Context: an optimization exercise on an open-source flow, tuned for small area. The choices shown serve that exercise and are no tape-out recipe.
Only simulation tests tie the RTL to the original design; equivalence was not proved.

$ cat design/flow/flow/run.sh
#!/bin/bash
# Standard layout, except that the port buffers are the smallest buffer cell.
set -euo pipefail
export BUFFER_PORTS_ARGS="-buffer_cell sky130_fd_sc_hd__buf_1"
bash standard.sh finish > make_finish.log 2>&1
$ cat design/flow/standard.sh
#!/bin/bash
# synth_recipe.tcl (not shown) runs the flow's synth.tcl, then flattens the netlist and writes it again
# the make line also repeats each setting of config.mk as NAME=value (left out here)
make -C /OpenROAD-flow-scripts/flow DESIGN_CONFIG=/design/flow/config.mk WORK_HOME=/design/flow/orfs CLKGATE_MAP_FILE= SYNTH_SCRIPT=/design/flow/synth_recipe.tcl "${@:-finish}"
$ cat design/flow/config.mk
export PLATFORM = sky130hd
export DESIGN_NAME = intra16_pred
export DESIGN_NICKNAME = intra16_pred
export VERILOG_FILES = /design/flow/design.v
export SDC_FILE = /design/flow/constraint.sdc
export NUM_CORES = 4
export LEC_CHECK = 0
export CAP_MARGIN = 0
export CORE_MARGIN = 2
export CORE_UTILIZATION = 50
export CTS_BUF_LIST = sky130_fd_sc_hd__clkbuf_16
export CTS_CLUSTER_DIAMETER = 100
export CTS_CLUSTER_SIZE = 24
export PLACE_DENSITY = 0.65
export SLEW_MARGIN = 0
$ cat design/flow/constraint.sdc
create_clock -name core_clock -period 12.0 [get_ports {clk}]
set_input_delay 2.4000 -clock core_clock [delete_from_list [all_inputs] [get_ports {clk}]]
set_output_delay 2.4000 -clock core_clock [all_outputs]
set_load 0.01 [all_outputs]
$ cat design/flow/design.v
package intra16_pkg;
	typedef enum logic [1:0] {
		mode_vertical,
		mode_horizontal,
		mode_dc,
		mode_plane
	} pred_mode_e;
	typedef enum logic [2:0] {
		op_none,
		op_top,       
		op_left0,
		op_left1,
		op_left2,
		op_left3,
		op_corner
	} edge_op_e;
	typedef struct packed {
		logic [16-1:0][8-1:0] top;
		logic [16-1:0][8-1:0] left;
		logic [8-1:0] corner;    
	} edge_set_t;
	typedef struct packed {
		logic [16-1:0] a;
		logic [16-1:0] b;
		logic [16-1:0] c;
	} plane_param_t;
	typedef struct packed {
		logic [16-1:0][8-1:0] px;    
	} pred_block_t;
endpackage
`timescale 1ns/100ps
module intra16_pred (
	input  logic                     clk,
	input  logic                     reset_n,
	input  logic [2:0]               edge_op,
	input  logic [32-1:0]       edge_word,
	input  logic                     top_avail,
	input  logic                     left_avail,
	input  logic                     param_strobe,
	input  logic                     plane_strobe,
	input  logic                     out_strobe,
	input  logic [3:0]               block_idx,
	input  logic [1:0]               mode,
	output logic [127:0]             pred
);
	typedef logic [16:0] w17_t;
	function automatic w17_t rca(input w17_t a, input w17_t b, input logic ci);
		logic c;
		w17_t s;
		c = ci;
		for (int i = 0; i < 17; i++) begin
			s[i] = a[i] ^ b[i] ^ c;
			c = (a[i] & b[i]) | (a[i] & c) | (b[i] & c);
		end
		rca = s;
	endfunction
	function automatic w17_t csa_s(input w17_t a, input w17_t b, input w17_t c);
		csa_s = a ^ b ^ c;
	endfunction
	function automatic w17_t csa_c(input w17_t a, input w17_t b, input w17_t c);
		csa_c = ((a & b) | (a & c) | (b & c)) << 1;
	endfunction
	logic [31:0] top_w [4];     
	logic [31:0] left_w [4];
	logic [7:0]  corner;
	logic [3:0]  top_v;
	logic [3:0]  left_v;
	logic        corner_v;
	logic [1:0]  tw;
	logic        op_top;
	logic        op_left;
	logic        op_corner;
	logic [3:0]  wr_top;
	logic [3:0]  wr_left;
	assign op_top = (edge_op == 3'd1);
	assign op_corner = (edge_op == 3'd6);
	assign op_left = |wr_left;
	always_comb begin
		for (int w = 0; w < 4; w++) begin
			wr_top[w] = op_top && (tw == 2'(w));
			wr_left[w] = (edge_op == 3'(w + 2));
		end
	end
	always_ff @(posedge clk) begin
		for (int w = 0; w < 4; w++) begin
			if (wr_top[w]) top_w[w] <= edge_word;
			if (wr_left[w]) left_w[w] <= edge_word;
		end
		if (op_corner) corner <= edge_word[7:0];
	end
	always_ff @(posedge clk or negedge reset_n) begin
		if (!reset_n) begin
			top_v <= '0;
			left_v <= '0;
			corner_v <= 1'b0;
			tw <= '0;
		end else begin
			top_v <= top_v | wr_top;
			left_v <= left_v | wr_left;
			corner_v <= corner_v | op_corner;
			tw <= op_top ? tw + 2'd1 : 2'd0;
		end
	end
	logic [11:0] sum_t;
	logic [11:0] sum_l;
	logic [16:0] grad_h;
	logic [16:0] grad_v;
	logic [31:0] old_w;
	logic [31:0] new_w;
	logic [1:0]  idx;
	w17_t        d [4];       
	w17_t        u;           
	w17_t        d_sum;       
	w17_t        e_sum;       
	logic [10:0] pend_d;
	logic [11:0] pend_e;
	logic [1:0]  pend_idx;
	logic        pend_top;
	logic        pend_left;
	logic        pend_corner;
	always_comb begin
		old_w = '0;
		for (int w = 0; w < 4; w++) begin
			if (wr_top[w] && top_v[w]) old_w = old_w | top_w[w];
			if (wr_left[w] && left_v[w]) old_w = old_w | left_w[w];
		end
		if (op_corner && corner_v) old_w[7:0] = old_w[7:0] | corner;
		new_w = op_corner ? {24'd0, edge_word[7:0]} : edge_word;
		idx = op_top ? tw : (op_left ? 2'(edge_op - 3'd2) : 2'd0);
		for (int k = 0; k < 4; k++) begin
			w17_t diff;
			diff = rca({9'd0, new_w[8*k +: 8]}, ~{9'd0, old_w[8*k +: 8]}, 1'b1);
			d[k] = {{8{diff[8]}}, diff[8:0]};
		end
		u = rca(d[2], d[3], 1'b0);
		u = {{7{u[9]}}, u[9:0]};
		d_sum = rca(csa_s(d[0], d[1], u), csa_c(d[0], d[1], u), 1'b0);
		e_sum = rca(csa_s(d[1], u << 1, d[3]), csa_c(d[1], u << 1, d[3]), 1'b0);
	end
	always_ff @(posedge clk) begin
		pend_d <= d_sum[10:0];
		pend_e <= e_sum[11:0];
		pend_idx <= idx;
	end
	always_ff @(posedge clk or negedge reset_n) begin
		if (!reset_n) begin
			pend_top <= 1'b0;
			pend_left <= 1'b0;
			pend_corner <= 1'b0;
		end else begin
			pend_top <= op_top;
			pend_left <= op_left;
			pend_corner <= op_corner;
		end
	end
	w17_t        g;           
	w17_t        g5;          
	w17_t        sum_t_eff;
	w17_t        sum_l_eff;
	w17_t        gh_eff;
	w17_t        gv_eff;
	always_comb begin
		w17_t pd, pe, p0, p1, q0, q1, dt, dl, gh, gv;
		pd = {{6{pend_d[10]}}, pend_d};
		pe = {{5{pend_e[11]}}, pend_e};
		case (pend_idx)
			2'd0: p0 = ~(pd << 3);    
			2'd1: p0 = ~(pd << 2);    
			2'd2: p0 = '0;
			default: p0 = pd << 2;
		endcase
		p1 = pend_corner ? '0 : pd;
		q0 = csa_s(p0, p1, pe);
		q1 = csa_c(p0, p1, pe);
		g = rca(q0, q1, ~pend_idx[1]);
		g5 = rca(g, g << 2, 1'b0);
		dt = pend_top ? pd : '0;
		dl = pend_left ? pd : '0;
		gh = (pend_top || pend_corner) ? g5 : '0;
		gv = (pend_left || pend_corner) ? g5 : '0;
		sum_t_eff = rca({5'd0, sum_t}, dt, 1'b0);
		sum_l_eff = rca({5'd0, sum_l}, dl, 1'b0);
		gh_eff = rca(grad_h, gh, 1'b0);
		gv_eff = rca(grad_v, gv, 1'b0);
	end
	always_ff @(posedge clk or negedge reset_n) begin
		if (!reset_n) begin
			sum_t <= 12'd8;
			sum_l <= 12'd8;
			grad_h <= 17'd32;
			grad_v <= 17'd32;
		end else begin
			sum_t <= sum_t_eff[11:0];
			sum_l <= sum_l_eff[11:0];
			grad_h <= gh_eff;
			grad_v <= gv_eff;
		end
	end
	logic [8:0]  pa;
	logic [10:0] pb;
	logic [10:0] pc;
	w17_t        pa_next;
	assign pa_next = rca({9'd0, top_v[3] ? top_w[3][31:24] : 8'd0},
		{9'd0, left_v[3] ? left_w[3][31:24] : 8'd0}, 1'b1);
	always_ff @(posedge clk or negedge reset_n) begin
		if (!reset_n) begin
			pa <= 9'd1;
			pb <= '0;
			pc <= '0;
		end else if (param_strobe) begin
			pa <= pa_next[8:0];
			pb <= gh_eff[16:6];
			pc <= gv_eff[16:6];
		end
	end
	logic [15:0] pl_base;
	logic [10:0] pl_b;
	logic [10:0] pl_c;
	logic        pl_v;
	w17_t        base_next;
	function automatic w17_t off_mul(input w17_t e, input logic [1:0] i);
		case (i)
			2'd0: off_mul = ~(e << 3);    
			2'd1: off_mul = ~(e << 2);    
			2'd2: off_mul = '0;
			default: off_mul = e << 2;
		endcase
	endfunction
	always_comb begin
		w17_t eb, ec, o0, o1, o2, o3, o4, s0, s1, s2, s3, s4, s5;
		eb = {{6{pb[10]}}, pb};
		ec = {{6{pc[10]}}, pc};
		o0 = {4'd0, pa, 3'd0, ~block_idx[3]};    
		o1 = eb;
		o2 = off_mul(eb, block_idx[1:0]);
		o3 = ec;
		o4 = off_mul(ec, block_idx[3:2]);
		s0 = csa_s(o0, o1, o2);
		s1 = csa_c(o0, o1, o2);
		s2 = csa_s(s0, s1, o3);
		s3 = csa_c(s0, s1, o3);
		s4 = csa_s(s2, s3, o4);
		s5 = csa_c(s2, s3, o4);
		base_next = rca(s4, s5, ~block_idx[1]);
	end
	always_ff @(posedge clk) begin
		if (plane_strobe) begin
			pl_base <= base_next[15:0];
			pl_b <= pb;
			pl_c <= pc;
		end
	end
	always_ff @(posedge clk or negedge reset_n) begin
		if (!reset_n) begin
			pl_v <= 1'b0;
		end else if (plane_strobe) begin
			pl_v <= 1'b1;
		end
	end
	logic [37:0] od;
	logic        k_v;         
	logic        k_h;         
	logic        k_p;         
	w17_t        sum_all;
	logic [7:0]  dc_val;
	logic [37:0] od_next;
	assign sum_all = rca({5'd0, sum_t_eff[11:0]}, {5'd0, sum_l_eff[11:0]}, 1'b0);
	always_comb begin
		case ({top_avail, left_avail})
			2'b11: dc_val = sum_all[12:5];
			2'b10: dc_val = sum_t_eff[11:4];
			2'b01: dc_val = sum_l_eff[11:4];
			default: dc_val = 8'd128;
		endcase
		od_next = out_strobe ? '0 : od;
		for (int w = 0; w < 4; w++) begin
			if (out_strobe && mode == 2'd0 && block_idx[1:0] == 2'(w) && top_v[w]) od_next[31:0] = od_next[31:0] | top_w[w];
			if (out_strobe && mode == 2'd1 && block_idx[3:2] == 2'(w) && left_v[w]) od_next[31:0] = od_next[31:0] | left_w[w];
		end
		if (out_strobe && mode == 2'd2) od_next[31:0] = od_next[31:0] | {4{dc_val}};
		if (out_strobe && mode == 2'd3 && pl_v) od_next = od_next | {pl_base, pl_b, pl_c};
	end
	always_ff @(posedge clk) begin
		od <= od_next;
	end
	always_ff @(posedge clk or negedge reset_n) begin
		if (!reset_n) begin
			k_v <= 1'b0;
			k_h <= 1'b0;
			k_p <= 1'b0;
		end else if (out_strobe) begin
			k_v <= (mode == 2'd0) || (mode == 2'd2);
			k_h <= (mode == 2'd1);
			k_p <= (mode == 2'd3);
		end
	end
	w17_t o_base;
	w17_t o_b;
	w17_t o_c;
	w17_t row [4];
	w17_t colv [4];
	assign o_base = {1'b0, od[37:22]};
	assign o_b = {{6{od[21]}}, od[21:11]};
	assign o_c = {{6{od[10]}}, od[10:0]};
	always_comb begin
		w17_t v;
		logic pz, po;
		row[0] = o_base;
		row[1] = rca(o_base, o_c, 1'b0);
		row[2] = rca(o_base, o_c << 1, 1'b0);
		row[3] = rca(row[1], o_c << 1, 1'b0);
		colv[0] = '0;
		colv[1] = o_b;
		colv[2] = o_b << 1;
		colv[3] = rca(o_b, o_b << 1, 1'b0);
		for (int y = 0; y < 4; y++) begin
			for (int x = 0; x < 4; x++) begin
				v = (x == 0) ? row[y] : rca(row[y], colv[x], 1'b0);
				pz = k_p & ~v[15];
				po = pz & (v[14] | v[13]);
				pred[8*(4*y + x) +: 8] = ({8{pz}} & v[12:5]) | {8{po}}
					| ({8{k_v}} & od[8*x +: 8]) | ({8{k_h}} & od[8*y +: 8]);
			end
		end
	end
endmodule
==> Implementation_results.wiki, run 1 <==
{| class="wikitable"
! Metric !! Value
|-
| Run status || timing/DRC/antenna clean
|-
| Chip width || 252.6 um
|-
| Count of mapped cells out of synthesis || 2573
|-
| Final setup violation count || 0
|-
| Total congestion overflow || 0
|-
| Initial core utilization || 50.35%
|-
| Crit path DAT || 9.37 ns
|-
| Worst skew pair latency || 0.59 ns
|-
| Length of routed met2 wiring || 48.01 mm
|-
| Clock tree from TritonCTS || done
|-
| Synthesized-area fraction occupied by ao, oa, aoi and oai cells || 11.78%
|-
| Endpoint type of the worst setup path || output port
|-
| Achievable clock frequency || 84.94 MHz
|-
| Sequential cell area in the final layout || 13020 um^2
|-
| Family with the most delay on the worst path || adder cells
|-
| GRT Total Usage || 33.86%
|-
| Skew final || 0.02804 ns
|-
| Fraction of the cycle the final worst path needs || 98.10%
|-
| I/O Buffers || 175
|-
| Worst Hold Class || flop to flop
|-
| Buf+Inv Stages, Crit Path || 6
|-
| Final-report max-slew violation count || 0
|-
| Worst stage delay on the critical path || 0.58 ns
|-
| Asr flop ratio synth || 22.67%
|-
| Slowest cell on crit path || sky130_fd_sc_hd__fa_2
|-
| Total half-perimeter wirelength after legalization and detailed placement || 79.95 mm
|-
| Violation count after the first detailed-routing iteration || 3319
|-
| Min setup slack post-route || 0.2275 ns
|-
| Number of enable flip-flop cells after synthesis || 302
|-
| Number of buffers added by the clock tree synthesis step || 23
|-
| Maximum number of pins on one net before global-route repair || 59
|-
| Count of cell types in the netlist || 59
|-
| Root Buffer || sky130_fd_sc_hd__clkbuf_16
|-
| Synth Area in XOR/XNOR || 1.757%
|-
| Flop and latch count out of synthesis || 472
|-
| FILL cells || 5217
|-
| Detailed-route wire length || 107.4 mm
|-
| Vias after detailed routing || 22960
|-
| Multiplexer share of the synthesized area || 1.219%
|-
| Post-Syn Nets || 3050
|-
| Area delta synth->final || 8.382%
|-
| Die Y || 252.6 um
|-
| CTS H-tree depth || 1
|-
| Average cell area after synthesis || 12.01 um^2
|-
| Die area || 63800 um^2
|-
| Std-Cell Core Area || 61370 um^2
|-
| Row Count || 91
|-
| Sequential fraction of the synthesis area || 42.12%
|-
| Dominant combinational cell family by area after synthesis || adder cells
|-
| Met3 wire length || 12.57 mm
|-
| Hold Buf Count CTS || 0
|-
| Fin util || 54.57%
|-
| Vias/cell || 6.495
|-
| Largest driver fanout on the critical path || 8
|-
| Area used by multi-input combinational logic || 16350 um^2
|-
| Tightest Pin Transition || 1.244 ns
|-
| Simple logic cell fraction of the synthesized area || 10.05%
|-
| CTS Buffer Depth || 3
|-
| Worst reg-to-reg setup slack || 2.19 ns
|-
| Total number of nets in the final design || 3199
|-
| Classification of the worst setup path || flop to output port
|-
| Post-Route M1 WL || 39.04 mm
|-
| Adder-cell share of the synthesized area || 27.56%
|-
| Ratio of cells with drive above 1 in the final layout || 6.976%
|-
| Number of antenna violations at the first check in global routing || 13
|-
| TritonCTS Sinks || 472
|-
| Maxcap violations || 0
|-
| GP Congestion || 1.009
|-
| # DRC || 0
|-
| Clock input transition at the sequential cells of the worst setup and hold paths || 0.10 ns
|-
| Post-Syn Area || 30900 um^2
|-
| Worst Path Required || 9.60 ns
|-
| Final Hold Viols || 0
|-
| Total number of yosys warnings || 6
|-
| DR pass1 iterations || 8
|-
| Min Clock Period, post-route || 11.77 ns
|-
| Highest metal used || met5
|-
| Sort of element at the start of the critical path || flop
|-
| WHS || 0.4797 ns
|-
| Most used DFF post-synth || sky130_fd_sc_hd__edfxtp_1
|-
| Worst slack at placement || 0.3496 ns
|-
| Wire length per cell || 30.38 um
|-
| Number of global-route vias before repair || 23740
|-
| Wire length of the first global-routing pass || 156.4 mm
|-
| Number of routed nets with antenna violations || 0
|-
| Headroom to the max-slew limit || 17.08%
|-
| Most repeated library cell on the critical path || sky130_fd_sc_hd__fa_1
|-
| Number of top-level pins || 176
|}
## cell usage in the layout, fill, tap and decap left out, types with 61 or more instances in the layout
cell	instances
sky130_fd_sc_hd__nand2_1	241
sky130_fd_sc_hd__buf_4	76
sky130_fd_sc_hd__dfrtp_1	102
sky130_fd_sc_hd__a222oi_1	88
sky130_fd_sc_hd__buf_1	169
sky130_fd_sc_hd__nand4_1	73
sky130_fd_sc_hd__a22oi_1	114
sky130_fd_sc_hd__edfxtp_1	302
sky130_fd_sc_hd__and2_1	61
sky130_fd_sc_hd__inv_1	338
sky130_fd_sc_hd__fa_1	369
sky130_fd_sc_hd__o21ai_0	66
## cell families after synthesis
family          after synthesis
compound gates              466
xor+xnor                     62
fa+ha+maj                   460
buf+inv                     451
flops                       472
mux                          35
simple gates                627
## path summary, 6_finish.rpt
kind	start	to	cells after the start
worst max-delay path	od[0]	pred[124]	26
worst min-delay path	corner_v	corner_v	1
worst max register to register	pend_idx[0]	pb[10]	27
worst min register to register	corner_v	corner_v	1
max in group asynchronous	reset_n	pb[9]	2
min in group asynchronous	reset_n	pc[3]	1
## routing by layer
metal,vias to the layer above,track usage [%]
li1,9450,-
met1,11520,43.48
met2,1603,52.31
met3,373,8.301
met4,16,20.29
met5,-,0
## synth_stat cells, drive strengths merged (29+ instances only)
cell | instances | area share [%]
dfxtp | 63 | 4.1
nor2 | 63 | 0.77
clkbuf | 116 | 1.4
o21ai | 75 | 1.2
maj3 | 31 | 1.0
and3 | 57 | 1.2
and2 | 67 | 1.4
xnor2 | 35 | 0.99
o2111ai | 56 | 1.6
fa | 378 | 24
nand3 | 55 | 0.89
nand2 | 242 | 2.9
edfxtp | 302 | 29
a222oi | 88 | 2.9
ha | 51 | 2.1
dfrtp | 102 | 8.3
a22oi | 114 | 2.8
a22o | 29 | 0.82
nand4 | 73 | 1.5
inv | 322 | 3.9
## repair_timing
| item | 4_1_cts | 5_1_grt |
|---|---|---|
| pin swaps | 2 | 4 |
| gates resized for setup | 12 | 19 |
| setup buffers | 0 | 2 |
| endpoints found under the setup margin | 9 | 28 |
## cell type report
class                      count  share of cell area, %
multi-input combinational   1650                  48.83
sequential                   472                  38.88
timing repair buffer         252                  3.729
inverter                     323                  3.620
tap                          790                  2.952
clock buffer                  23                  1.719
clock inverter                18                 0.2167
antenna                        7                0.05231
## state kept, by name, summed over array words and instances, names as in the netlist, 2 cells and up
name	count
left_w	128
top_w	128
od	38
grad_h	17
grad_v	17
pl_base	16
pend_e	12
sum_l	12
sum_t	12
pb	11
pc	11
pend_d	11
pl_b	11
pl_c	11
pa	9
corner	8
left_v	4
top_v	4
pend_idx	2
tw	2
## per-stage QoR
step	cell area, um^2	std cells	setup TNS [ns]
after global routing	33480	3531	-0.1030
after CTS	33390	3526	0
after detailed placement	32690	3485	0
after global placement	32690	3485	0
final	33490	3535	0
after floorplan	30900	2573	0
==> inputs of run 2 (changes only) <==
--- a/design/flow/design.v
+++ b/design/flow/design.v
@@ -214,5 +214,6 @@
 		end
 	end
-	logic [15:0] pl_base;
+	localparam int PL_OFF = 12288;    
+	logic [14:0] pl_base;
 	logic [10:0] pl_b;
 	logic [10:0] pl_c;
@@ -231,5 +232,5 @@
 		eb = {{6{pb[10]}}, pb};
 		ec = {{6{pc[10]}}, pc};
-		o0 = {4'd0, pa, 3'd0, ~block_idx[3]};    
+		o0 = {2'd0, pa[8], ~pa[8], ~pa[8], pa[7:0], 3'd0, ~block_idx[3]};
 		o1 = eb;
 		o2 = off_mul(eb, block_idx[1:0]);
@@ -246,5 +247,5 @@
 	always_ff @(posedge clk) begin
 		if (plane_strobe) begin
-			pl_base <= base_next[15:0];
+			pl_base <= base_next[14:0];
 			pl_b <= pb;
 			pl_c <= pc;
@@ -258,5 +259,5 @@
 		end
 	end
-	logic [37:0] od;
+	logic [36:0] od;
 	logic        k_v;         
 	logic        k_h;         
@@ -264,5 +265,5 @@
 	w17_t        sum_all;
 	logic [7:0]  dc_val;
-	logic [37:0] od_next;
+	logic [36:0] od_next;
 	assign sum_all = rca({5'd0, sum_t_eff[11:0]}, {5'd0, sum_l_eff[11:0]}, 1'b0);
 	always_comb begin
@@ -278,5 +279,5 @@
 			if (out_strobe && mode == 2'd1 && block_idx[3:2] == 2'(w) && left_v[w]) od_next[31:0] = od_next[31:0] | left_w[w];
 		end
-		if (out_strobe && mode == 2'd2) od_next[31:0] = od_next[31:0] | {4{dc_val}};
+		if (out_strobe && mode == 2'd2) od_next[36:27] = od_next[36:27] | {dc_val[7], ~dc_val[7], ~dc_val[7], dc_val[6:0]};
 		if (out_strobe && mode == 2'd3 && pl_v) od_next = od_next | {pl_base, pl_b, pl_c};
 	end
@@ -290,7 +291,7 @@
 			k_p <= 1'b0;
 		end else if (out_strobe) begin
-			k_v <= (mode == 2'd0) || (mode == 2'd2);
+			k_v <= (mode == 2'd0);
 			k_h <= (mode == 2'd1);
-			k_p <= (mode == 2'd3);
+			k_p <= (mode == 2'd3) || (mode == 2'd2);
 		end
 	end
@@ -300,5 +301,5 @@
 	w17_t row [4];
 	w17_t colv [4];
-	assign o_base = {1'b0, od[37:22]};
+	assign o_base = {2'b0, od[36:22]};
 	assign o_b = {{6{od[21]}}, od[21:11]};
 	assign o_c = {{6{od[10]}}, od[10:0]};
@@ -317,7 +318,7 @@
 			for (int x = 0; x < 4; x++) begin
 				v = (x == 0) ? row[y] : rca(row[y], colv[x], 1'b0);
-				pz = k_p & ~v[15];
-				po = pz & (v[14] | v[13]);
-				pred[8*(4*y + x) +: 8] = ({8{pz}} & v[12:5]) | {8{po}}
+				pz = k_p & (v[14] | (v[13] & v[12]));
+				po = pz & v[14] & (v[13] | v[12]);
+				pred[8*(4*y + x) +: 8] = ({8{pz}} & {~v[12], v[11:5]}) | {8{po}}
 					| ({8{k_v}} & od[8*x +: 8]) | ({8{k_h}} & od[8*y +: 8]);
 			end
==> Implementation_results.wiki, run 2 <==
{| class="wikitable"
! Metric !! Value
|-
| Maxcap violations || 0 (unchanged)
|-
| Final setup TNS || 0 ns (unchanged)
|-
| Crit path DAT || 9.34 ns (was 9.37 ns)
|-
| Root Buffer || sky130_fd_sc_hd__clkbuf_16 (unchanged)
|-
| Row Count || 90 (was 91)
|-
| Hold Buf Count CTS || 0 (unchanged)
|-
| Min Clock Period, post-route || 11.74 ns (was 11.77 ns)
|-
| Top-area cell type share of the netlist area || 29.35% (about the same)
|-
| Clock tree from TritonCTS || done (unchanged)
|-
| Largest regs || left_w (128), top_w (128), od (37) (was left_w (128), top_w (128), od (38))
|-
| Largest driver fanout on the critical path || 7 (was 8)
|-
| CTS Buffer Depth || 3 (unchanged)
|-
| Headroom to the max-slew limit || 18.42% (was 17.08%)
|-
| Clock input transition at the sequential cells of the worst setup and hold paths || 0.10 ns (about the same)
|-
| Worst reg2reg startpoint || pend_idx[0] (unchanged)
|-
| GP Congestion || 1.039 (was 1.009)
|-
| Worst Reg-to-Reg Cells || 27 (unchanged)
|-
| Maximum number of pins on one net before global-route repair || 79 (was 59)
|-
| Worst Hold Class || flop to flop (unchanged)
|-
| Run status || timing/DRC/antenna clean (unchanged)
|-
| Achievable clock frequency || 85.18 MHz (was 84.94 MHz)
|-
| DR pass1 iterations || 10 (was 8)
|-
| Most used DFF post-synth || sky130_fd_sc_hd__edfxtp_1 (unchanged)
|-
| Classification of the worst setup path || flop to output port (unchanged)
|-
| # DRC || 0 (unchanged)
|-
| GRT Total Usage || 32.72% (was 33.86%)
|-
| Fraction of the cycle the final worst path needs || 97.84% (was 98.10%)
|-
| CTS H-tree depth || 1 (unchanged)
|-
| Sort of element at the start of the critical path || flop (unchanged)
|-
| Count of non-filler cells in the finished layout || 3482 (was 3535)
|-
| Total half-perimeter wirelength after legalization and detailed placement || 77.34 mm (was 79.95 mm)
|-
| Capturing instance or port of the critical path || pred[125] (was pred[124])
|-
| Final setup violation count || 0 (unchanged)
|-
| Area delta synth->final || 8.369% (was 8.382%)
|-
| Worst skew pair latency || 0.61 ns (was 0.59 ns)
|-
| Count of mapped cells out of synthesis || 2536 (was 2573)
|-
| Sequential fraction of the synthesis area || 42.09% (was 42.12%)
|-
| Number of global-route vias before repair || 23100 (was 23740)
|-
| Std-Cell Core Area || 60580 um^2 (was 61370 um^2)
|-
| Die Y || 252.2 um (was 252.6 um)
|-
| Total number of nets in the final design || 3134 (was 3199)
|-
| Vias/cell || 6.565 (was 6.495)
|-
| Most frequent cells in the layout || sky130_fd_sc_hd__fa_1, sky130_fd_sc_hd__inv_1, sky130_fd_sc_hd__edfxtp_1 (unchanged)
|-
| Tightest Pin Transition || 1.217 ns (was 1.244 ns)
|-
| Ranking of synthesized cells by area || sky130_fd_sc_hd__edfxtp_1, sky130_fd_sc_hd__fa_1, sky130_fd_sc_hd__dfrtp_1 (unchanged)
|-
| Skew final || 0.04910 ns (was 0.02804 ns)
|-
| Number of routed nets with antenna violations || 0 (unchanged)
|-
| Post-Syn Area || 30800 um^2 (was 30900 um^2)
|-
| Wire length per cell || 29.85 um (was 30.38 um)
|-
| Ratio of cells with drive above 1 in the final layout || 6.343% (was 6.976%)
|-
| Die area || 63590 um^2 (was 63800 um^2)
|-
| Worst Path Required || 9.60 ns (about the same)
|-
| Asr flop ratio synth || 22.77% (was 22.67%)
|-
| Number of top-level pins || 176 (unchanged)
|-
| Detailed-route wire length || 103.9 mm (was 107.4 mm)
|-
| Chip width || 252.2 um (was 252.6 um)
|-
| Average cell area after synthesis || 12.14 um^2 (was 12.01 um^2)
|-
| Most frequent cell after synthesis || sky130_fd_sc_hd__fa_1 (unchanged)
|-
| Post-Syn Nets || 2994 (was 3050)
|-
| Endpoint type of the worst setup path || output port (unchanged)
|-
| Total number of yosys warnings || 6 (unchanged)
|-
| Violation count after the first detailed-routing iteration || 3182 (was 3319)
|-
| Cts repair resizes || 1 (was 12)
|-
| Startpoint of the worst setup timing path || od[0] (unchanged)
|-
| Number of buffers added by the clock tree synthesis step || 26 (was 23)
|-
| Most common cell after layout, fill and taps aside || sky130_fd_sc_hd__fa_1 (unchanged)
|-
| Flop and latch count out of synthesis || 470 (was 472)
|-
| Number of enable flip-flop cells after synthesis || 301 (was 302)
|-
| Worst reg-to-reg setup slack || 2.15 ns (was 2.19 ns)
|-
| Fin util || 55.09% (was 54.57%)
|-
| Count of cell types in the netlist || 70 (was 59)
|-
| Wire length of the first global-routing pass || 151.9 mm (was 156.4 mm)
|-
| Post-CTS Repair Setup Buffers || 0 (unchanged)
|-
| Final-report max-slew violation count || 0 (unchanged)
|-
| Unrepaired setup endpoints after global routing || no
|-
| I/O Buffers || 175 (unchanged)
|-
| R2R Path End || pc[10] (was pb[10])
|-
| Leading post-synthesis cells by instance count || sky130_fd_sc_hd__fa_1, sky130_fd_sc_hd__inv_1, sky130_fd_sc_hd__edfxtp_1, sky130_fd_sc_hd__nand2_1, sky130_fd_sc_hd__a22oi_1 (was sky130_fd_sc_hd__fa_1, sky130_fd_sc_hd__inv_1, sky130_fd_sc_hd__edfxtp_1, sky130_fd_sc_hd__nand2_1, sky130_fd_sc_hd__clkbuf_1)
|-
| Vias after detailed routing || 22860 (was 22960)
|-
| TritonCTS Sinks || 470 (was 472)
|-
| Biggest area consumer among synthesized cells || sky130_fd_sc_hd__edfxtp_1 (unchanged)
|-
| Final Hold Viols || 0 (unchanged)
|-
| Total congestion overflow || 0 (unchanged)
|-
| WHS || 0.4766 ns (was 0.4797 ns)
|-
| Initial core utilization || 50.83% (was 50.35%)
|-
| Number of antenna violations at the first check in global routing || 6 (was 13)
|-
| Total instance count after detailed placement || 3430 (was 3485)
|}
-- run 2: cell types whose count changed in the layout (fill, tap and decap cells not counted), sizes merged, moves of 11 or more --
cell,previous run,this run
a21o,3,14
nand2,242,177
inv,340,360
nand4,73,17
a221o,1,33
fa,378,363
and3,57,29
o2111ai,56,106
-- run 2: kinds of logic (layout without fill, tap and decap cells) --
logic type	Yosys count	after routing	share of synthesized area, %
AO/OA/AOI/OAI	572	572	14.84
XOR/XNOR	58	58	1.710
adder cells (fa/ha/maj)	442	442	26.55
buffers and inverters	471	631	5.793
flip-flops	470	470	42.09
multiplexers	32	32	1.097
other	0	4	0
AND/OR/NAND/NOR	491	491	7.914
-- run 2: final cells by class --
class / count / area [um^2]
clock inverter: 21 / 150.1
clock buffer: 27 / 675.6
inverter: 344 / 1291
timing repair buffer: 239 / 1156
fill: 5123 / 27210
antenna: 4 / 10.01
sequential: 470 / 12970
multi-input combinational: 1595 / 16140
tap: 782 / 978.4
-- run 2: worst max-delay path, cell delays in order, from the launching register on --
cell and delay (ns):
sky130_fd_sc_hd__dfxtp_2 0.42, sky130_fd_sc_hd__ha_1 0.17, sky130_fd_sc_hd__inv_1 0.05, sky130_fd_sc_hd__fa_1 0.40, sky130_fd_sc_hd__fa_1 0.40, sky130_fd_sc_hd__fa_1 0.41
sky130_fd_sc_hd__fa_1 0.42, sky130_fd_sc_hd__fa_1 0.55, sky130_fd_sc_hd__inv_1 0.12, sky130_fd_sc_hd__fa_2 0.60, sky130_fd_sc_hd__inv_1 0.08, sky130_fd_sc_hd__fa_1 0.39
sky130_fd_sc_hd__fa_1 0.47, sky130_fd_sc_hd__fa_1 0.48, sky130_fd_sc_hd__fa_1 0.48, sky130_fd_sc_hd__fa_1 0.48, sky130_fd_sc_hd__fa_1 0.47, sky130_fd_sc_hd__fa_1 0.47
sky130_fd_sc_hd__fa_1 0.46, sky130_fd_sc_hd__fa_1 0.48, sky130_fd_sc_hd__xor2_2 0.21, sky130_fd_sc_hd__and2_1 0.24, sky130_fd_sc_hd__nand2_4 0.13, sky130_fd_sc_hd__o2111ai_1 0.20
sky130_fd_sc_hd__buf_1 0.18
-- run 2: worst min-delay path by stage --
stage	depth (start not counted)	from	slack [ns]	end
after floorplan	2	pl_base[10]	0.43	od[32]
after global placement	1	corner_v	0.44	corner_v
after detailed placement	1	corner_v	0.45	corner_v
after CTS	1	corner_v	0.47	corner_v
after global routing	1	corner_v	0.51	corner_v
final	1	corner_v	0.48	corner_v
-- run 2: metrics by stage --
step                cell area (um^2)  worst slack, ns
detailed placement             32510           0.5708
global placement               32510           0.6422
finish                         33370           0.2597
CTS                            33340          0.05878
global route                   33370          0.02424
floorplan                      30800            1.010
-- run 2: per-layer routing --
metal / wire length, um / up-vias / global-route usage (%)
met3: 11250 / 305 / 6.148
met2: 46200 / 1514 / 50.10
li1: - / 9423 / -
met4: 6207 / 6 / 16.62
met1: 40240 / 11610 / 44.98
met5: 34 / - / 0
==> inputs of run 3 (changes only) <==
--- a/design/flow/config.mk
+++ b/design/flow/config.mk
@@ -8,8 +8,8 @@
 export CAP_MARGIN = 0
 export CORE_MARGIN = 2
-export CORE_UTILIZATION = 50
+export CORE_UTILIZATION = 55
 export CTS_BUF_LIST = sky130_fd_sc_hd__clkbuf_16
 export CTS_CLUSTER_DIAMETER = 100
 export CTS_CLUSTER_SIZE = 24
-export PLACE_DENSITY = 0.65
+export PLACE_DENSITY = 0.7
 export SLEW_MARGIN = 0
==> Implementation_results.wiki, run 3 <==
{| class="wikitable"
! Metric !! Value
|-
| Average cell area after synthesis || 12.14 um^2 (unchanged)
|-
| Number of buffers added by the clock tree synthesis step || 25 (was 26)
|-
| Ranking of synthesized cells by area || sky130_fd_sc_hd__edfxtp_1, sky130_fd_sc_hd__fa_1, sky130_fd_sc_hd__dfrtp_1 (unchanged)
|-
| Post-Syn Nets || 2994 (unchanged)
|-
| Worst stage delay on the critical path || 0.58 ns (was 0.60 ns)
|-
| Flop and latch count out of synthesis || 470 (unchanged)
|-
| Top-area cell type share of the netlist area || 29.35% (unchanged)
|-
| Asr flop ratio synth || 22.77% (unchanged)
|-
| Cell Chain, Critical Path || ha_1 > inv_1 > fa_1 > fa_1 > fa_1 > fa_1 > fa_1 > inv_1 > fa_1 > inv_1 > fa_1 > fa_1 > fa_1 > fa_1 > fa_1 > fa_1 > fa_1 > fa_1 > fa_1 > xor2_1 > o21ai_1 > buf_4 > o2111ai_1 > buf_1 (was ha_1 > inv_1 > fa_1 > fa_1 > fa_1 > fa_1 > fa_1 > inv_1 > fa_2 > inv_1 > fa_1 > fa_1 > fa_1 > fa_1 > fa_1 > fa_1 > fa_1 > fa_1 > fa_1 > xor2_2 > and2_1 > nand2_4 > o2111ai_1 > buf_1)
|-
| Number of top-level pins || 176 (unchanged)
|-
| Chip width || 240.6 um (was 252.2 um)
|-
| GP Congestion || 0.9978 (was 1.039)
|-
| Worst hold path depth || 1 (unchanged)
|-
| Min setup slack post-route || 0.2471 ns (was 0.2597 ns)
|-
| Worst Hold Class || flop to flop (unchanged)
|-
| Min Clock Period, post-route || 11.75 ns (was 11.74 ns)
|-
| Total number of nets in the final design || 3126 (was 3134)
|-
| Worst skew pair latency || 0.61 ns (about the same)
|-
| Die Y || 240.6 um (was 252.2 um)
|-
| Die area || 57900 um^2 (was 63590 um^2)
|-
| Run status || timing/DRC/antenna clean (unchanged)
|-
| Maximum number of pins on one net before global-route repair || 64 (was 79)
|-
| Std-Cell Core Area || 55200 um^2 (was 60580 um^2)
|-
| DR pass1 iterations || 10 (unchanged)
|-
| Detailed-route wire length || 104.5 mm (was 103.9 mm)
|-
| Crit path DAT || 9.35 ns (was 9.34 ns)
|-
| Vias after detailed routing || 23000 (was 22860)
|-
| Wire length per cell || 30.40 um (was 29.85 um)
|-
| Sequential fraction of the synthesis area || 42.09% (unchanged)
|-
| Worst hold endpoint || od[30] (was corner_v)
|-
| Most common cell after layout, fill and taps aside || sky130_fd_sc_hd__fa_1 (unchanged)
|-
| Count of mapped cells out of synthesis || 2536 (unchanged)
|-
| # DRC || 0 (unchanged)
|-
| Hold Buf Count CTS || 0 (unchanged)
|-
| Clock tree from TritonCTS || done (unchanged)
|-
| Row Count || 86 (was 90)
|-
| Violation count after the first detailed-routing iteration || 3760 (was 3182)
|-
| Most frequent cell after synthesis || sky130_fd_sc_hd__fa_1 (unchanged)
|-
| Total half-perimeter wirelength after legalization and detailed placement || 78.42 mm (was 77.34 mm)
|-
| Leading post-synthesis cells by instance count || sky130_fd_sc_hd__fa_1, sky130_fd_sc_hd__inv_1, sky130_fd_sc_hd__edfxtp_1, sky130_fd_sc_hd__nand2_1, sky130_fd_sc_hd__a22oi_1 (unchanged)
|-
| CTS H-tree depth || 1 (unchanged)
|-
| Sort of element at the start of the critical path || flop (unchanged)
|-
| Worst Path Required || 9.60 ns (about the same)
|-
| Skew final || 0.02879 ns (was 0.04910 ns)
|-
| Ratio of cells with drive above 1 in the final layout || 5.917% (was 6.343%)
|-
| Count of cell types in the netlist || 70 (unchanged)
|-
| Biggest area consumer among synthesized cells || sky130_fd_sc_hd__edfxtp_1 (unchanged)
|-
| GRT Total Usage || 36.64% (was 32.72%)
|-
| Most repeated library cell on the critical path || sky130_fd_sc_hd__fa_1 (unchanged)
|-
| Number of antenna violations at the first check in global routing || 6 (unchanged)
|-
| Worst reg2reg startpoint || pend_idx[0] (unchanged)
|-
| Largest driver fanout on the critical path || 7 (unchanged)
|-
| Worst Min Path Start || top_w[0][30] (was corner_v)
|-
| Most used DFF post-synth || sky130_fd_sc_hd__edfxtp_1 (unchanged)
|-
| Root Buffer || sky130_fd_sc_hd__clkbuf_16 (unchanged)
|-
| CTS Buffer Depth || 3 (unchanged)
|-
| Most frequent cells in the layout || sky130_fd_sc_hd__fa_1, sky130_fd_sc_hd__inv_1, sky130_fd_sc_hd__edfxtp_1 (unchanged)
|-
| Number of global-route vias before repair || 22850 (was 23100)
|-
| Achievable clock frequency || 85.09 MHz (was 85.18 MHz)
|-
| Largest regs || left_w (128), top_w (128), od (37) (unchanged)
|-
| Cts repair resizes || 0 (was 1)
|-
| Slowest cell on crit path || sky130_fd_sc_hd__fa_1 (was sky130_fd_sc_hd__fa_2)
|-
| Number of enable flip-flop cells after synthesis || 301 (unchanged)
|-
| Clock input transition at the sequential cells of the worst setup and hold paths || 0.10 ns (about the same)
|-
| TritonCTS Sinks || 470 (unchanged)
|-
| Area delta synth->final || 7.841% (was 8.369%)
|-
| R2R Path End || pb[10] (was pc[10])
|-
| I/O Buffers || 175 (unchanged)
|-
| Final setup TNS || 0 ns (unchanged)
|-
| Initial core utilization || 55.79% (was 50.83%)
|-
| Post-Syn Area || 30800 um^2 (unchanged)
|-
| Buf+Inv Stages, Crit Path || 5 (was 4)
|-
| Endpoint type of the worst setup path || output port (unchanged)
|-
| Tightest Pin Transition || 1.254 ns (was 1.217 ns)
|-
| Post-CTS Repair Setup Buffers || 0 (unchanged)
|-
| Final-report max-slew violation count || 0 (unchanged)
|-
| Worst Reg-to-Reg Cells || 27 (unchanged)
|-
| Headroom to the max-slew limit || 16.38% (was 18.42%)
|-
| Total congestion overflow || 0 (unchanged)
|-
| Classification of the worst setup path || flop to output port (unchanged)
|-
| Final Hold Viols || 0 (unchanged)
|-
| Fraction of the cycle the final worst path needs || 97.94% (was 97.84%)
|-
| Family with the most delay on the worst path || adder cells (unchanged)
|-
| Vias/cell || 6.689 (was 6.565)
|-
| Unrepaired setup endpoints after global routing || no (unchanged)
|-
| Total number of yosys warnings || 6 (unchanged)
|-
| FILL cells || 4471 (was 5123)
|-
| Final setup violation count || 0 (unchanged)
|-
| Worst slack at placement || 0.7811 ns (was 0.5708 ns)
|-
| WHS || 0.4846 ns (was 0.4766 ns)
|-
| Number of routed nets with antenna violations || 0 (unchanged)
|-
| Wire length of the first global-routing pass || 153.1 mm (was 151.9 mm)
|-
| Fin util || 60.17% (was 55.09%)
|-
| Maxcap violations || 0 (unchanged)
|-
| Worst reg-to-reg setup slack || 2.12 ns (was 2.15 ns)
|}
-- run 3: cell counts after synthesis --
Identical to the previous run, type by type.
-- run 3: how the worst max path moves through the flow --
stage                           from          to  depth (start not counted)
after global routing           od[0]   pred[122]                         24
after CTS                      od[0]   pred[121]                         24
after floorplan           edge_op[1]  pend_e[11]                         26
after detailed placement       od[0]   pred[121]                         24
after global placement         od[0]   pred[121]                         24
final                          od[0]   pred[120]                         24
-- run 3: worst register-to-register path, delay by kind of cell (launching register included) --
kind,cells,cell delay [ns]
AND/OR/NAND/NOR,5,1.00
adder cells (fa/ha/maj),17,7.07
AO/OA/AOI/OAI,2,0.28
XOR/XNOR,2,0.53
flip-flops,1,0.76
buffers and inverters,1,0.12
-- run 3: cell families (layout without fill, tap and decap cells) --
logic type	count (synthesis)	after routing	share of synthesized area (%)
and+or+nand+nor	491	491	7.914
DFF	470	470	42.09
adders and majority gates	442	442	26.55
AOI/OAI and AO/OA	572	572	14.84
xor gates and xnor gates	58	58	1.710
other	0	4	0
muxes	32	32	1.097
buffers and inverters	471	622	5.793
-- run 3: final cells by class --
cell class	instances	area, um^2	area share [%]
inverter	344	1291	3.888
clock buffer	26	650.6	1.959
clock inverter	20	133.9	0.4031
timing repair buffer	232	1104	3.323
tap	748	935.9	2.818
antenna	4	10.01	0.03014
sequential	470	12970	39.05
multi-input combinational	1595	16120	48.53
-- run 3: through the flow --
step | instance area (um^2) | std cells
after floorplan | 30800 | 2536
after global placement | 32410 | 3389
after detailed placement | 32410 | 3389
after CTS | 33200 | 3435
after global routing | 33210 | 3437
final | 33210 | 3439
-- run 3: layer usage --
| layer | part of all wire (%) | vias up | GRT usage, % |
|---|---|---|---|
| li1 | - | 9445 | - |
| met1 | 38 | 11590 | 50.75 |
| met2 | 44 | 1632 | 54.65 |
| met3 | 12 | 327 | 8.510 |
| met4 | 6.3 | 6 | 18.60 |
| met5 | 0.037 | - | 0 |
==> inputs of run 4 (changes only) <==
--- a/design/flow/config.mk
+++ b/design/flow/config.mk
@@ -8,8 +8,8 @@
 export CAP_MARGIN = 0
 export CORE_MARGIN = 2
-export CORE_UTILIZATION = 55
+export CORE_UTILIZATION = 60
 export CTS_BUF_LIST = sky130_fd_sc_hd__clkbuf_16
 export CTS_CLUSTER_DIAMETER = 100
 export CTS_CLUSTER_SIZE = 24
-export PLACE_DENSITY = 0.7
+export PLACE_DENSITY = 0.75
 export SLEW_MARGIN = 0
==> Implementation_results.wiki, run 4 <==
{| class="wikitable"
! Metric !! Value
|-
| Run status || timing/DRC/antenna clean (unchanged)
|-
| Maxcap violations || 0 (unchanged)
|-
| Worst stage delay on the critical path || 0.59 ns (was 0.58 ns)
|-
| Row Count || 83 (was 86)
|-
| Leading post-synthesis cells by instance count || sky130_fd_sc_hd__fa_1, sky130_fd_sc_hd__inv_1, sky130_fd_sc_hd__edfxtp_1, sky130_fd_sc_hd__nand2_1, sky130_fd_sc_hd__a22oi_1 (unchanged)
|-
| Vias/cell || 6.927 (was 6.689)
|-
| Hold Buf Count CTS || 0 (unchanged)
|-
| # DRC || 0 (unchanged)
|-
| Number of antenna violations at the first check in global routing || 6 (unchanged)
|-
| Total number of nets in the final design || 3129 (was 3126)
|-
| Ratio of cells with drive above 1 in the final layout || 5.913% (was 5.917%)
|-
| Largest driver fanout on the critical path || 7 (unchanged)
|-
| Final setup violation count || 0 (unchanged)
|-
| Most used DFF post-synth || sky130_fd_sc_hd__edfxtp_1 (unchanged)
|-
| Met2 usage in global routing || 57.91% (was 54.65%)
|-
| Worst hold endpoint || corner_v (was od[30])
|-
| Most frequent cells in the layout || sky130_fd_sc_hd__fa_1, sky130_fd_sc_hd__inv_1, sky130_fd_sc_hd__edfxtp_1 (unchanged)
|-
| Number of top-level pins || 176 (unchanged)
|-
| Clock tree from TritonCTS || done (unchanged)
|-
| Total congestion overflow || 0 (unchanged)
|-
| Peak-usage layer in the global routing report || met2 (unchanged)
|-
| Worst reg2reg startpoint || pend_idx[0] (unchanged)
|-
| Min Clock Period, post-route || 11.70 ns (was 11.75 ns)
|-
| Tightest Pin Transition || 1.282 ns (was 1.254 ns)
|-
| Startpoint of the worst setup timing path || od[22] (was od[0])
|-
| I/O Buffers || 175 (unchanged)
|-
| Most frequent cell after synthesis || sky130_fd_sc_hd__fa_1 (unchanged)
|-
| Count of cell types in the netlist || 70 (unchanged)
|-
| CTS H-tree depth || 1 (unchanged)
|-
| Count of mapped cells out of synthesis || 2536 (unchanged)
|-
| Endpoint type of the worst setup path || output port (unchanged)
|-
| Vias after detailed routing || 23380 (was 23000)
|-
| Skew final || 0.03600 ns (was 0.02879 ns)
|-
| Fraction of the cycle the final worst path needs || 97.52% (was 97.94%)
|-
| Chip width || 230.6 um (was 240.6 um)
|-
| Number of buffers added by the clock tree synthesis step || 24 (was 25)
|-
| Most repeated library cell on the critical path || sky130_fd_sc_hd__fa_1 (unchanged)
|-
| Post-Syn Nets || 2994 (unchanged)
|-
| Slowest cell on crit path || sky130_fd_sc_hd__fa_1 (unchanged)
|-
| CTS Buffer Depth || 3 (unchanged)
|-
| Top-area cell type share of the netlist area || 29.35% (unchanged)
|-
| FILL cells || 3866 (was 4471)
|-
| Die area || 53160 um^2 (was 57900 um^2)
|-
| Most common cell after layout, fill and taps aside || sky130_fd_sc_hd__fa_1 (unchanged)
|-
| Initial core utilization || 60.40% (was 55.79%)
|-
| Family with the most delay on the worst path || adder cells (unchanged)
|-
| Final setup TNS || 0 ns (unchanged)
|-
| Area delta synth->final || 7.455% (was 7.841%)
|-
| Worst Min Path Start || corner_v (was top_w[0][30])
|-
| Cell Chain, Critical Path || ha_1 > inv_1 > fa_1 > fa_1 > fa_1 > fa_1 > fa_1 > inv_1 > fa_1 > inv_1 > fa_1 > fa_1 > fa_1 > fa_1 > fa_1 > fa_1 > fa_1 > fa_1 > fa_1 > xor2_1 > o21ai_2 > o2111ai_1 > buf_1 (was ha_1 > inv_1 > fa_1 > fa_1 > fa_1 > fa_1 > fa_1 > inv_1 > fa_1 > inv_1 > fa_1 > fa_1 > fa_1 > fa_1 > fa_1 > fa_1 > fa_1 > fa_1 > fa_1 > xor2_1 > o21ai_1 > buf_4 > o2111ai_1 > buf_1)
|-
| Buf+Inv Stages, Crit Path || 4 (was 5)
|-
| Worst skew pair latency || 0.59 ns (was 0.61 ns)
|-
| Sequential fraction of the synthesis area || 42.09% (unchanged)
|-
| WHS || 0.4696 ns (was 0.4846 ns)
|-
| Sort of element at the start of the critical path || flop (unchanged)
|-
| Classification of the worst setup path || flop to output port (unchanged)
|-
| Final Hold Viols || 0 (unchanged)
|-
| TritonCTS Sinks || 470 (unchanged)
|-
| Number of enable flip-flop cells after synthesis || 301 (unchanged)
|-
| Number of global-route vias before repair || 23700 (was 22850)
|-
| Biggest area consumer among synthesized cells || sky130_fd_sc_hd__edfxtp_1 (unchanged)
|-
| Wire length per cell || 30.12 um (was 30.40 um)
|-
| Average cell area after synthesis || 12.14 um^2 (unchanged)
|-
| GP Congestion || 1.173 (was 0.9978)
|-
| Post-Syn Area || 30800 um^2 (unchanged)
|-
| Worst Hold Class || flop to flop (unchanged)
|-
| Headroom to the max-slew limit || 14.51% (was 16.38%)
|-
| Std-Cell Core Area || 50990 um^2 (was 55200 um^2)
|-
| R2R Path End || pb[10] (unchanged)
|-
| Violation count after the first detailed-routing iteration || 3464 (was 3760)
|-
| Unrepaired setup endpoints after global routing || no (unchanged)
|-
| Clock input transition at the sequential cells of the worst setup and hold paths || 0.10 ns (about the same)
|-
| Root Buffer || sky130_fd_sc_hd__clkbuf_16 (unchanged)
|-
| Achievable clock frequency || 85.45 MHz (was 85.09 MHz)
|-
| Crit path DAT || 9.30 ns (was 9.35 ns)
|-
| Ranking of synthesized cells by area || sky130_fd_sc_hd__edfxtp_1, sky130_fd_sc_hd__fa_1, sky130_fd_sc_hd__dfrtp_1 (unchanged)
|-
| Maximum number of pins on one net before global-route repair || 75 (was 64)
|-
| Worst hold path depth || 1 (unchanged)
|-
| Fin util || 64.90% (was 60.17%)
|-
| GR Layer Usage met1 || 51.00% (was 50.75%)
|-
| Number of routed nets with antenna violations || 0 (unchanged)
|-
| Met3 Track Usage GR || 10.26% (was 8.510%)
|-
| Cts repair resizes || 0 (unchanged)
|-
| Total number of yosys warnings || 6 (unchanged)
|-
| Worst Reg-to-Reg Cells || 27 (unchanged)
|-
| Total half-perimeter wirelength after legalization and detailed placement || 75.58 mm (was 78.42 mm)
|-
| Detailed-route wire length || 101.6 mm (was 104.5 mm)
|-
| Asr flop ratio synth || 22.77% (unchanged)
|-
| Post-CTS Repair Setup Buffers || 0 (unchanged)
|-
| Final-report max-slew violation count || 0 (unchanged)
|-
| Worst Path Required || 9.60 ns (about the same)
|-
| GRT Total Usage || 38.52% (was 36.64%)
|-
| Die Y || 230.6 um (was 240.6 um)
|-
| DR pass1 iterations || 9 (was 10)
|-
| Largest regs || left_w (128), top_w (128), od (37) (unchanged)
|-
| Wire length of the first global-routing pass || 150.6 mm (was 153.1 mm)
|-
| Flop and latch count out of synthesis || 470 (unchanged)
|-
| Worst reg-to-reg setup slack || 2.19 ns (was 2.12 ns)
|}
[run 4: cell counts after synthesis]
Identical to the previous run, type by type.
[run 4: layer usage]
layer / part of all wire (%) / wire length [um]
met4: 6.9 / 7006
met3: 13 / 13630
met1: 36 / 36100
met2: 44 / 44760
met5: 0.15 / 151
[run 4: worst register-to-register path: cells and delay by family, from the launching register on]
| family | cells | cell delay, ns |
|---|---|---|
| compound gates | 1 | 0.09 |
| xor+xnor | 2 | 0.52 |
| fa+ha+maj | 17 | 6.98 |
| buf+inv | 1 | 0.13 |
| flops | 1 | 0.75 |
| simple gates | 6 | 1.24 |
[run 4: worst max-delay path by stage]
stage                  to  depth (start not counted)
2_1_floorplan  pend_e[11]                         26
3_3_place_gp    pred[120]                         23
3_5_place_dp    pred[121]                         23
4_1_cts         pred[121]                         23
5_1_grt         pred[121]                         24
6_report        pred[120]                         23
[run 4: through the flow]
stage,instance area (um^2),setup slack [ns],cells
3_3_place_gp,32340,0.7869,3325
3_5_place_dp,32340,0.7288,3325
2_1_floorplan,30800,1.010,2536
4_1_cts,33070,0.1089,3369
6_report,33090,0.2971,3375
5_1_grt,33090,0.02766,3372
[run 4: final cells by class]
type,instances,area (um^2),area share [%]
Tap cell,680,850.8,2.571
Multi-Input combinational cell,1595,16120,48.72
Timing Repair Buffer,236,1121,3.388
Clock buffer,25,625.6,1.890
Antenna cell,6,15.01,0.04537
Clock inverter,19,100.1,0.3025
Inverter,344,1291,3.902
Sequential cell,470,12970,39.18
[run 4: cell families (layout without fill, tap and decap cells)]
logic type / count (synthesis) / after routing / share of synthesized area [%]
AO/OA/AOI/OAI: 572 / 572 / 14.84
AND/OR/NAND/NOR: 491 / 491 / 7.914
buffers and inverters: 471 / 624 / 5.793
flip-flops: 470 / 470 / 42.09
adder cells (fa/ha/maj): 442 / 442 / 26.55
XOR/XNOR: 58 / 58 / 1.710
multiplexers: 32 / 32 / 1.097
other: 0 / 6 / 0
==> inputs of run 5 (changes only) <==
--- a/design/flow/design.v
+++ b/design/flow/design.v
@@ -259,12 +259,18 @@
 		end
 	end
-	logic [36:0] od;
-	logic        k_v;         
-	logic        k_h;         
-	logic        k_p;         
+	logic [127:0] pred_q;
+	logic [31:0] od;           
+	logic [36:0] pl_m;         
+	logic        k_v;          
+	logic        k_h;          
+	logic        k_p;          
+	logic [127:0] pred_next;
 	w17_t        sum_all;
 	logic [7:0]  dc_val;
-	logic [36:0] od_next;
 	assign sum_all = rca({5'd0, sum_t_eff[11:0]}, {5'd0, sum_l_eff[11:0]}, 1'b0);
+	assign k_v = (mode == 2'd0) || (mode == 2'd2);
+	assign k_h = (mode == 2'd1);
+	assign k_p = (mode == 2'd3);
+	assign pl_m = pl_v ? {pl_base, pl_b, pl_c} : 37'd0;
 	always_comb begin
 		case ({top_avail, left_avail})
@@ -274,26 +280,19 @@
 			default: dc_val = 8'd128;
 		endcase
-		od_next = out_strobe ? '0 : od;
+		od = '0;
 		for (int w = 0; w < 4; w++) begin
-			if (out_strobe && mode == 2'd0 && block_idx[1:0] == 2'(w) && top_v[w]) od_next[31:0] = od_next[31:0] | top_w[w];
-			if (out_strobe && mode == 2'd1 && block_idx[3:2] == 2'(w) && left_v[w]) od_next[31:0] = od_next[31:0] | left_w[w];
+			if (mode == 2'd0 && block_idx[1:0] == 2'(w) && top_v[w]) od[31:0] = od[31:0] | top_w[w];
+			if (mode == 2'd1 && block_idx[3:2] == 2'(w) && left_v[w]) od[31:0] = od[31:0] | left_w[w];
 		end
-		if (out_strobe && mode == 2'd2) od_next[36:27] = od_next[36:27] | {dc_val[7], ~dc_val[7], ~dc_val[7], dc_val[6:0]};
-		if (out_strobe && mode == 2'd3 && pl_v) od_next = od_next | {pl_base, pl_b, pl_c};
-	end
-	always_ff @(posedge clk) begin
-		od <= od_next;
+		if (mode == 2'd2) od = od | {4{dc_val}};
 	end
 	always_ff @(posedge clk or negedge reset_n) begin
 		if (!reset_n) begin
-			k_v <= 1'b0;
-			k_h <= 1'b0;
-			k_p <= 1'b0;
+			pred_q <= '0;
 		end else if (out_strobe) begin
-			k_v <= (mode == 2'd0);
-			k_h <= (mode == 2'd1);
-			k_p <= (mode == 2'd3) || (mode == 2'd2);
+			pred_q <= pred_next;
 		end
 	end
+	assign pred = pred_q;
 	w17_t o_base;
 	w17_t o_b;
@@ -301,7 +300,7 @@
 	w17_t row [4];
 	w17_t colv [4];
-	assign o_base = {2'b0, od[36:22]};
-	assign o_b = {{6{od[21]}}, od[21:11]};
-	assign o_c = {{6{od[10]}}, od[10:0]};
+	assign o_base = {2'b0, pl_m[36:22]};
+	assign o_b = {{6{pl_m[21]}}, pl_m[21:11]};
+	assign o_c = {{6{pl_m[10]}}, pl_m[10:0]};
 	always_comb begin
 		w17_t v;
@@ -320,5 +319,5 @@
 				pz = k_p & (v[14] | (v[13] & v[12]));
 				po = pz & v[14] & (v[13] | v[12]);
-				pred[8*(4*y + x) +: 8] = ({8{pz}} & {~v[12], v[11:5]}) | {8{po}}
+				pred_next[8*(4*y + x) +: 8] = ({8{pz}} & {~v[12], v[11:5]}) | {8{po}}
 					| ({8{k_v}} & od[8*x +: 8]) | ({8{k_h}} & od[8*y +: 8]);
 			end
--- a/design/flow/config.mk
+++ b/design/flow/config.mk
@@ -8,8 +8,8 @@
 export CAP_MARGIN = 0
 export CORE_MARGIN = 2
-export CORE_UTILIZATION = 60
+export CORE_UTILIZATION = 50
 export CTS_BUF_LIST = sky130_fd_sc_hd__clkbuf_16
 export CTS_CLUSTER_DIAMETER = 100
 export CTS_CLUSTER_SIZE = 24
-export PLACE_DENSITY = 0.75
+export PLACE_DENSITY = 0.65
 export SLEW_MARGIN = 0
==> Implementation_results.wiki, run 5 <==
{| class="wikitable"
! Metric !! Value
|-
| Largest regs || left_w (128), pred_q (128), top_w (128) (was left_w (128), top_w (128), od (37))
|-
| Initial core utilization || 50.49% (was 60.40%)
|-
| Die area || 71370 um^2 (was 53160 um^2)
|-
| I/O Buffers || 175 (unchanged)
|-
| Cts repair resizes || 0 (unchanged)
|-
| Family with the most delay on the worst path || adder cells (unchanged)
|-
| Vias after detailed routing || 25040 (was 23380)
|-
| Post-Syn Nets || 3378 (was 2994)
|-
| Total instance count after detailed placement || 3929 (was 3325)
|-
| Area delta synth->final || 7.780% (was 7.455%)
|-
| Classification of the worst setup path || flop to flop (was flop to output port)
|-
| Ratio of cells with drive above 1 in the final layout || 6.221% (was 5.913%)
|-
| Post-Syn Area || 34630 um^2 (was 30800 um^2)
|-
| Most frequent cell after synthesis || sky130_fd_sc_hd__fa_1 (unchanged)
|-
| Final Hold Viols || 0 (unchanged)
|-
| Fraction of the cycle the final worst path needs || 84.30% (was 97.52%)
|-
| Number of enable flip-flop cells after synthesis || 301 (unchanged)
|-
| Most common cell after layout, fill and taps aside || sky130_fd_sc_hd__fa_1 (unchanged)
|-
| Most used DFF post-synth || sky130_fd_sc_hd__edfxtp_1 (unchanged)
|-
| FILL cells || 5879 (was 3866)
|-
| Achievable clock frequency || 98.85 MHz (was 85.45 MHz)
|-
| Sort of element at the start of the critical path || flop (unchanged)
|-
| DR pass1 iterations || 9 (unchanged)
|-
| CTS H-tree depth || 1 (unchanged)
|-
| Maximum number of pins on one net before global-route repair || 95 (was 75)
|-
| Top-area cell type share of the netlist area || 26.10% (was 29.35%)
|-
| Ranking of synthesized cells by area || sky130_fd_sc_hd__edfxtp_1, sky130_fd_sc_hd__fa_1, sky130_fd_sc_hd__dfrtp_1 (unchanged)
|-
| Largest driver fanout on the critical path || 47 (was 7)
|-
| Final setup violation count || 0 (unchanged)
|-
| CTS Buffer Depth || 3 (unchanged)
|-
| Post-CTS Repair Setup Buffers || 0 (unchanged)
|-
| GP Congestion || 0.9817 (was 1.173)
|-
| Number of routed nets with antenna violations || 0 (unchanged)
|-
| Die Y || 267.2 um (was 230.6 um)
|-
| Maxcap violations || 0 (unchanged)
|-
| Headroom to the max-slew limit || 15.82% (was 14.51%)
|-
| Std-Cell Core Area || 68590 um^2 (was 50990 um^2)
|-
| Worst Hold Class || flop to flop (unchanged)
|-
| Worst hold path depth || 1 (unchanged)
|-
| Vias/cell || 6.278 (was 6.927)
|-
| Critical path depth || 25 (was 23)
|-
| Number of top-level pins || 176 (unchanged)
|-
| Worst Path Required || 12.54 ns (was 9.60 ns)
|-
| Most repeated library cell on the critical path || sky130_fd_sc_hd__fa_1 (unchanged)
|-
| Crit path DAT || 10.65 ns (was 9.30 ns)
|-
| Area used by multi-input combinational logic || 17550 um^2 (was 16120 um^2)
|-
| Violation count after the first detailed-routing iteration || 3011 (was 3464)
|-
| Worst slack at placement || 1.655 ns (was 0.7288 ns)
|-
| Skew final || 0.02089 ns (was 0.03600 ns)
|-
| Root Buffer || sky130_fd_sc_hd__clkbuf_16 (unchanged)
|-
| Unrepaired setup endpoints after global routing || no (unchanged)
|-
| Hold Buf Count CTS || 0 (unchanged)
|-
| Sequential fraction of the synthesis area || 44.33% (was 42.09%)
|-
| Final-report max-slew violation count || 0 (unchanged)
|-
| # DRC || 0 (unchanged)
|-
| Final setup TNS || 0 ns (unchanged)
|-
| Post-detailed-placement cell area || 36280 um^2 (was 32340 um^2)
|-
| Total congestion overflow || 0 (unchanged)
|-
| Total number of nets in the final design || 3489 (was 3129)
|-
| Wire length per cell || 27.89 um (was 30.12 um)
|-
| TritonCTS Sinks || 558 (was 470)
|-
| Biggest area consumer among synthesized cells || sky130_fd_sc_hd__edfxtp_1 (unchanged)
|-
| Worst skew pair latency || 0.64 ns (was 0.59 ns)
|-
| Most frequent cells in the layout || sky130_fd_sc_hd__fa_1, sky130_fd_sc_hd__edfxtp_1, sky130_fd_sc_hd__inv_1 (was sky130_fd_sc_hd__fa_1, sky130_fd_sc_hd__inv_1, sky130_fd_sc_hd__edfxtp_1)
|-
| Min Clock Period, post-route || 10.12 ns (was 11.70 ns)
|-
| Count of mapped cells out of synthesis || 2920 (was 2536)
|-
| Detailed-route wire length || 111.2 mm (was 101.6 mm)
|-
| Slowest cell on crit path || sky130_fd_sc_hd__a31oi_1 (was sky130_fd_sc_hd__fa_1)
|-
| GRT Total Usage || 31.71% (was 38.52%)
|-
| Min setup slack post-route || 1.884 ns (was 0.2971 ns)
|-
| Worst stage delay on the critical path || 0.88 ns (was 0.59 ns)
|-
| Clock tree from TritonCTS || done (unchanged)
|-
| Tightest Pin Transition || 1.263 ns (was 1.282 ns)
|-
| Worst Reg-to-Reg Cells || 25 (was 27)
|-
| Chip width || 267.2 um (was 230.6 um)
|-
| Leading post-synthesis cells by instance count || sky130_fd_sc_hd__fa_1, sky130_fd_sc_hd__edfxtp_1, sky130_fd_sc_hd__inv_1, sky130_fd_sc_hd__dfrtp_1, sky130_fd_sc_hd__nor2_1 (was sky130_fd_sc_hd__fa_1, sky130_fd_sc_hd__inv_1, sky130_fd_sc_hd__edfxtp_1, sky130_fd_sc_hd__nand2_1, sky130_fd_sc_hd__a22oi_1)
|-
| Cell area after layout || 37320 um^2 (was 33090 um^2)
|-
| Endpoint type of the worst setup path || flop (was output port)
|-
| Number of global-route vias before repair || 25600 (was 23700)
|-
| Number of antenna violations at the first check in global routing || 6 (unchanged)
|-
| Asr flop ratio synth || 41.58% (was 22.77%)
|-
| Clock input transition at the sequential cells of the worst setup and hold paths || 0.10 ns (about the same)
|-
| Row Count || 96 (was 83)
|-
| Average cell area after synthesis || 11.86 um^2 (was 12.14 um^2)
|-
| Sequential cell area in the final layout || 15350 um^2 (was 12970 um^2)
|-
| Flop and latch count out of synthesis || 558 (was 470)
|-
| Total number of yosys warnings || 6 (unchanged)
|-
| Count of non-filler cells in the finished layout || 3989 (was 3375)
|-
| Run status || timing/DRC/antenna clean (unchanged)
|-
| Buf+Inv Stages, Crit Path || 4 (unchanged)
|-
| Count of cell types in the netlist || 78 (was 70)
|-
| Number of buffers added by the clock tree synthesis step || 31 (was 24)
|-
| Total half-perimeter wirelength after legalization and detailed placement || 81.77 mm (was 75.58 mm)
|-
| Wire length of the first global-routing pass || 166.6 mm (was 150.6 mm)
|}
[run 5: cell count changes after synthesis, sizes merged, moves of 50 or more]
cell / change
inv: -56
nand3: +91
nor2: +128
o2111ai: -101
o21ai: +50
dfrtp: +125
a22o: +61
a222oi: -54
a21oi: +60
[run 5: layout make-up]
class	instances	area share (%)
multi-input cells	1915	47.02
flip-flops and latches	558	41.13
well taps	931	3.121
repair buffers	236	3.017
inverters	289	2.907
clock buffers	31	2.079
clock inverters	25	0.6906
diodes	4	0.02682
[run 5: cell families (layout without fill, tap and decap cells)]
logic type / count (synthesis) / count (layout) / share of synthesized area, %
other cells: 0 / 4 / 0
simple gates: 775 / 775 / 11.56
xor+xnor: 59 / 59 / 1.731
fa+ha+maj: 434 / 434 / 23.42
mux: 33 / 33 / 1.012
buf+inv: 447 / 581 / 5.095
compound gates: 614 / 614 / 12.85
flops: 558 / 558 / 44.33
[run 5: layer usage]
layer  routed length [um]  GRT usage, %  vias up
met5                   36             0        -
met4                 6686         15.55        6
met3                11090         7.153      323
met2                52120         51.11     1376
met1                41320         40.64    12800
li1                     -             -    10540
[run 5: worst paths after layout]
| kind | slack, ns | end | start |
|---|---|---|---|
| min | 0.46 | corner_v | corner_v |
| min reg2reg | 0.46 | corner_v | corner_v |
| min in group asynchronous | 1.82 | pc[0] | reset_n |
| max reg2reg | 1.88 | pred_q[123] | pl_v |
| max in group asynchronous | 8.09 | pred_q[111] | reset_n |
| max | 1.88 | pred_q[123] | pl_v |
[run 5: stage by stage]
stage / util [%] / hold WS, ns
finish: 54.41 / 0.4631
global route: 54.40 / 0.4940
CTS: 54.40 / 0.4684
detailed placement: 52.89 / 0.4472
global placement: 52.89 / 0.4446
floorplan: - / 0.4252

-- re-timing with driven ports --
In the flow no input, the clock included, has a driving cell. The finished layouts below were timed again as built, in two steps.
Step 1 sets driving cells, clkbuf_16 on the clock port and buf_2 on the other inputs (assumed; they add their load-dependent delay and slew).
Step 2 adds t to the input delays and takes it off the output delays; t is the mean of the earliest and latest rising clock arrival at the registers after step 1. Input paths then give back, and output paths get back, about the clock's delay inside the block.
a / b / c = ideal / step 1 / step 2; a / b = the first two.
| run | shift t [ns] | setup slack, ns | worst setup path after step 2 | clock arrival spread, ns |
|---|---|---|---|---|
| run 1 | 0.633 | 0.227 / 0.167 / 0.800 | register to output | 0.030 / 0.030 |
| run 2 | 0.651 | 0.260 / 0.196 / 0.846 | register to output | 0.051 / 0.051 |
| run 3 | 0.663 | 0.247 / 0.186 / 0.849 | register to output | 0.033 / 0.033 |
| run 4 | 0.640 | 0.297 / 0.234 / 0.853 | input to register | 0.038 / 0.038 |
| run 5 | 0.691 | 1.884 / 1.884 / 1.553 | input to register | 0.024 / 0.024 |
After both steps every run listed still meets setup and hold. For run 5, which loses most, drivers alone change the setup slack by 0.000 ns; drivers and shift together by -0.331 ns.
